Background: an optimization exercise with open tools, aiming at small area. Do not read the settings as production practice. The RTL was checked by simulation tests, not by an equivalence proof against the original design. Power and IR drop assume default switching activity.

==> 04-12: inputs <==
Design pipe_reg_file, start of the top module:
module pipe_reg_file
#(
    parameter int DATA_W   = pipe_reg_file_pkg::DEF_DATA_W,
    parameter int NUM_REGS = pipe_reg_file_pkg::DEF_NUM_REGS,
    parameter int NUM_RD   = pipe_reg_file_pkg::DEF_NUM_RD,
    localparam int ADDR_W  = $clog2(NUM_REGS)
) (
    input  logic                           clk,
    input  logic                           rst_n,
    input  logic [NUM_RD-1:0][ADDR_W-1:0]  rd_addr,
    output logic [NUM_RD-1:0][DATA_W-1:0]  rd_data,
    output logic [NUM_RD-1:0]              rd_pending,
    input  logic                           wr_en,
    input  logic [ADDR_W-1:0]              wr_addr,
    input  logic [DATA_W-1:0]              wr_data,
    input  logic                           alloc_en,
    input  logic [ADDR_W-1:0]              alloc_addr,
    input  logic                           flush,
    output logic                           any_pending
);
==> module reg_scoreboard, before the edit <==
module reg_scoreboard
#(
    parameter int NUM_REGS = pipe_reg_file_pkg::DEF_NUM_REGS,
    parameter int NUM_RD   = pipe_reg_file_pkg::DEF_NUM_RD
) (
    input  logic                             clk,
    input  logic                             rst_n,
    input  logic [NUM_REGS-1:1]              wr_dec,     
    input  logic [NUM_REGS-1:1]              alloc_dec,  
    input  logic                             flush,
    input  logic [NUM_RD-1:0][NUM_REGS-1:1]  rd_sel,     
    output logic [NUM_RD-1:0]                rd_pending,
    output logic                             any_pending
);
    logic [NUM_REGS-1:1] r_pending;
    always_ff @(posedge clk or negedge rst_n) begin
        if (!rst_n)
            r_pending <= '0;
        else
            r_pending <= ~{(NUM_REGS-1){flush}} & (alloc_dec | (r_pending & ~wr_dec));
    end
    assign any_pending = |r_pending;
    generate
        for (genvar p = 0; p < NUM_RD; p++) begin : g_rd_pend
            assign rd_pending[p] = |(rd_sel[p] & r_pending);
        end
    endgenerate
endmodule
==> module pipe_reg_file, before the edit <==
module pipe_reg_file
#(
    parameter int DATA_W   = pipe_reg_file_pkg::DEF_DATA_W,
    parameter int NUM_REGS = pipe_reg_file_pkg::DEF_NUM_REGS,
    parameter int NUM_RD   = pipe_reg_file_pkg::DEF_NUM_RD,
    localparam int ADDR_W  = $clog2(NUM_REGS)
) (
    input  logic                           clk,
    input  logic                           rst_n,
    input  logic [NUM_RD-1:0][ADDR_W-1:0]  rd_addr,
    output logic [NUM_RD-1:0][DATA_W-1:0]  rd_data,
    output logic [NUM_RD-1:0]              rd_pending,
    input  logic                           wr_en,
    input  logic [ADDR_W-1:0]              wr_addr,
    input  logic [DATA_W-1:0]              wr_data,
    input  logic                           alloc_en,
    input  logic [ADDR_W-1:0]              alloc_addr,
    input  logic                           flush,
    output logic                           any_pending
);
    logic [DATA_W-1:0]   r_regs [1:NUM_REGS-1];
    logic [NUM_REGS-1:1] r_valid;
    logic [NUM_REGS-1:1] w_wr_dec;
    logic [NUM_REGS-1:1] w_alloc_dec;
    logic [NUM_RD-1:0][NUM_REGS-1:1] w_rd_dec;
    logic [NUM_RD-1:0][NUM_REGS-1:1] w_rd_sel;
    logic [NUM_RD-1:0]               w_byp;
    logic [NUM_RD-1:0]               w_sb_pending;
    always_comb begin
        for (int i = 1; i < NUM_REGS; i++) begin
            w_wr_dec[i]    = wr_en    && (wr_addr    == ADDR_W'(i));
            w_alloc_dec[i] = alloc_en && (alloc_addr == ADDR_W'(i));
        end
    end
    always_ff @(posedge clk) begin
        for (int i = 1; i < NUM_REGS; i++)
            if (w_wr_dec[i])
                r_regs[i] <= wr_data;
    end
    always_ff @(posedge clk or negedge rst_n) begin
        if (!rst_n)
            r_valid <= '0;
        else
            r_valid <= r_valid | w_wr_dec;
    end
    generate
        for (genvar p = 0; p < NUM_RD; p++) begin : g_rd
            logic [DATA_W-1:0] w_data;
            always_comb begin
                for (int i = 1; i < NUM_REGS; i++)
                    w_rd_dec[p][i] = (rd_addr[p] == ADDR_W'(i));
            end
            assign w_byp[p]    = rst_n && wr_en && (rd_addr[p] != '0) &&
                                 (wr_addr == rd_addr[p]);
            assign w_rd_sel[p] = w_rd_dec[p] & r_valid & ~{(NUM_REGS-1){w_byp[p]}};
            always_comb begin
                w_data = {DATA_W{w_byp[p]}} & wr_data;
                for (int i = 1; i < NUM_REGS; i++)
                    w_data = w_data | ({DATA_W{w_rd_sel[p][i]}} & r_regs[i]);
            end
            assign rd_data[p]    = w_data;
            assign rd_pending[p] = w_sb_pending[p] && !w_byp[p];
        end
    endgenerate
    reg_scoreboard #(
        .NUM_REGS (NUM_REGS),
        .NUM_RD   (NUM_RD)
    ) u_scoreboard (
        .clk         (clk),
        .rst_n       (rst_n),
        .wr_dec      (w_wr_dec),
        .alloc_dec   (w_alloc_dec & ~{(NUM_REGS-1){flush}}),
        .flush       (flush),
        .rd_sel      (w_rd_dec),
        .rd_pending  (w_sb_pending),
        .any_pending (any_pending)
    );
endmodule
clock: 7.0 ns
lec_check: 0
cap_margin: 20
core_margin: 2
core_utilization: 40
setup_slack_margin: 0.2
slew_margin: 20
run.sh (not shown) runs the stock make flow with config.mk's settings and CLKGATE_MAP_FILE= SYNTH_SCRIPT=/design/flow/synth_recipe.tcl, a recipe that flattens the netlist after the stock synthesis.
==> 04-10 (differences from 04-12) <==
==> flow/design.v (replaced) <==
`default_nettype none
package pipe_reg_file_pkg;
    localparam int DEF_DATA_W   = 32;
    localparam int DEF_NUM_REGS = 32;
    localparam int DEF_NUM_RD   = 2;
    typedef logic [DEF_DATA_W-1:0]           word_t;
    typedef logic [$clog2(DEF_NUM_REGS)-1:0] reg_addr_t;
    localparam reg_addr_t REG_ZERO = '0;
endpackage
`default_nettype wire
`default_nettype none
module reg_scoreboard
#(
    parameter int NUM_REGS = pipe_reg_file_pkg::DEF_NUM_REGS,
    parameter int NUM_RD   = pipe_reg_file_pkg::DEF_NUM_RD,
    parameter bit ZERO_REG = 1'b1,
    localparam int ADDR_W  = $clog2(NUM_REGS)
) (
    input  logic                           clk,
    input  logic                           rst_n,
    input  logic                           wr_en,
    input  logic [ADDR_W-1:0]              wr_addr,
    input  logic                           alloc_en,
    input  logic [ADDR_W-1:0]              alloc_addr,
    input  logic                           flush,
    input  logic [NUM_RD-1:0][ADDR_W-1:0]  rd_addr,
    output logic [NUM_RD-1:0]              rd_pending,
    output logic                           any_pending
);
    logic [NUM_REGS-1:0] r_pending;
    logic [NUM_REGS-1:0] w_pending_nxt;
    always_comb begin
        w_pending_nxt = r_pending;
        for (int i = 0; i < NUM_REGS; i++) begin
            if (wr_en && (wr_addr == ADDR_W'(i)))
                w_pending_nxt[i] = 1'b0;
            if (alloc_en && !flush && (alloc_addr == ADDR_W'(i)))
                w_pending_nxt[i] = 1'b1;
        end
        if (flush)
            w_pending_nxt = '0;
        if (ZERO_REG)
            w_pending_nxt[0] = 1'b0;
    end
    always_ff @(posedge clk or negedge rst_n) begin
        if (!rst_n)
            r_pending <= '0;
        else
            r_pending <= w_pending_nxt;
    end
    assign any_pending = |r_pending;
    generate
        for (genvar p = 0; p < NUM_RD; p++) begin : g_rd_pend
            assign rd_pending[p] = r_pending[rd_addr[p]];
        end
    endgenerate
endmodule
`default_nettype wire
`default_nettype none
module pipe_reg_file
#(
    parameter int DATA_W   = pipe_reg_file_pkg::DEF_DATA_W,
    parameter int NUM_REGS = pipe_reg_file_pkg::DEF_NUM_REGS,
    parameter int NUM_RD   = pipe_reg_file_pkg::DEF_NUM_RD,
    parameter bit ZERO_REG = 1'b1,
    parameter bit BYPASS   = 1'b1,
    localparam int ADDR_W  = $clog2(NUM_REGS)
) (
    input  logic                           clk,
    input  logic                           rst_n,
    input  logic [NUM_RD-1:0][ADDR_W-1:0]  rd_addr,
    output logic [NUM_RD-1:0][DATA_W-1:0]  rd_data,
    output logic [NUM_RD-1:0]              rd_pending,
    input  logic                           wr_en,
    input  logic [ADDR_W-1:0]              wr_addr,
    input  logic [DATA_W-1:0]              wr_data,
    input  logic                           alloc_en,
    input  logic [ADDR_W-1:0]              alloc_addr,
    input  logic                           flush,
    output logic                           any_pending
);
    logic [DATA_W-1:0] r_regs [NUM_REGS];
    logic [NUM_RD-1:0] w_sb_pending;
    logic              w_wr_ok;
    logic              w_alloc_ok;
    assign w_wr_ok    = wr_en    && !(ZERO_REG && (wr_addr    == '0));
    assign w_alloc_ok = alloc_en && !(ZERO_REG && (alloc_addr == '0));
    always_ff @(posedge clk or negedge rst_n) begin
        if (!rst_n) begin
            for (int i = 0; i < NUM_REGS; i++)
                r_regs[i] <= '0;
        end else if (w_wr_ok) begin
            r_regs[wr_addr] <= wr_data;
        end
    end
    reg_scoreboard #(
        .NUM_REGS (NUM_REGS),
        .NUM_RD   (NUM_RD),
        .ZERO_REG (ZERO_REG)
    ) u_scoreboard (
        .clk         (clk),
        .rst_n       (rst_n),
        .wr_en       (w_wr_ok),
        .wr_addr     (wr_addr),
        .alloc_en    (w_alloc_ok),
        .alloc_addr  (alloc_addr),
        .flush       (flush),
        .rd_addr     (rd_addr),
        .rd_pending  (w_sb_pending),
        .any_pending (any_pending)
    );
    generate
        for (genvar p = 0; p < NUM_RD; p++) begin : g_rd
            logic [DATA_W-1:0] w_data;
            logic              w_pend;
            logic              w_zero;
            logic              w_byp;
            assign w_zero = ZERO_REG && (rd_addr[p] == '0);
            assign w_byp  = BYPASS && rst_n && wr_en && (wr_addr == rd_addr[p]);
            always_comb begin
                w_data = r_regs[rd_addr[p]];
                w_pend = w_sb_pending[p];
                if (w_zero) begin
                    w_data = '0;
                    w_pend = 1'b0;
                end else if (w_byp) begin
                    w_data = wr_data;
                    w_pend = 1'b0;
                end
            end
            assign rd_data[p]    = w_data;
            assign rd_pending[p] = w_pend;
        end
    endgenerate
endmodule
`default_nettype wire
==> notes.md <==
Of 04-10 and 04-12, 04-10 has the higher first-iteration DRC count (gap 14%, measured against 04-12). Of 04-10 and 04-12, 04-10 has the higher count of clock-buffer cells in the layout (gap 29). In clock skew, 04-10 and 04-12 do not differ. Critical path depth is the same in 04-12 and 04-10. Of 04-12 and 04-10, 04-10 has the higher die area (gap about 11%, measured against 04-10). Maximum frequency is about the same in 04-10 and 04-12. Wire length: 04-12 is smaller than 04-10 (about 20%).
==> figures <==
CLK BUF: 04-10 164; 04-12 135
Internal cell power: 04-10 0.0121 W; 04-12 0.0112 W
Floorplan core area: 04-10 0.134 mm^2; 04-12 0.118 mm^2
Run status: 04-10 finished clean; 04-12 finished clean
Layout clock area frac: 04-10 6.19%; 04-12 6.87%
Average instance area after synthesis: 04-10 11.6 um^2; 04-12 12.5 um^2
Synthesized net count: 04-10 4709; 04-12 3878
Clock latency on the worst-skew pair: 04-10 0.77 ns; 04-12 0.73 ns
Floorplan die height: 04-10 371 um; 04-12 350 um
Total Power: 04-10 0.0176 W; 04-12 0.0154 W
Peak Freq: 04-10 0.145 GHz; 04-12 0.145 GHz
Hold_ws: 04-10 0.516 ns; 04-12 0.500 ns
Seq area share: 04-10 40.8%; 04-12 55.3%
Fraction of post-synthesis cell area in the top cell type by area: 04-10 47.4%; 04-12 62.2%
Slowest cell on the critical path: 04-10 sky130_fd_sc_hd__nor2_4; 04-12 sky130_fd_sc_hd__clkdlybuf4s50_1
Vias in the first global route: 04-10 46828; 04-12 38993

-- re-timing with driven ports --
The flow's constraints put no driver on any port. The routed layouts listed below were extracted and timed again, unchanged, in two steps. Step 1 sets driving cells, clkbuf_16 on the clock port and buf_2 on the other inputs (assumed; they add their load-dependent delay and slew). Step 2 adds t to the input delays and takes it off the output delays; t is the mean of the earliest and latest rising clock arrival at the registers after step 1. Input paths then give back, and output paths get back, about the clock's delay inside the block. Slacks: ideal / step 1 / step 2; pairs: ideal / step 1.
| run | t (ns) | setup slack, ns | hold slack, ns | worst register clock-pin slew, ns |
|---|---|---|---|---|
| 04-12 | 0.817 | 0.113 / 0.083 / 0.083 | 0.500 / 0.500 / 0.500 | 0.07 / 0.07 |
| 04-10 | 0.841 | 0.118 / 0.082 / 0.082 | 0.516 / 0.516 / 0.516 | 0.07 / 0.07 |
After both steps every run listed still meets setup and hold. The setup slack of 04-10, which loses most, moves by -0.036 ns with the drivers and by -0.036 ns with both steps.
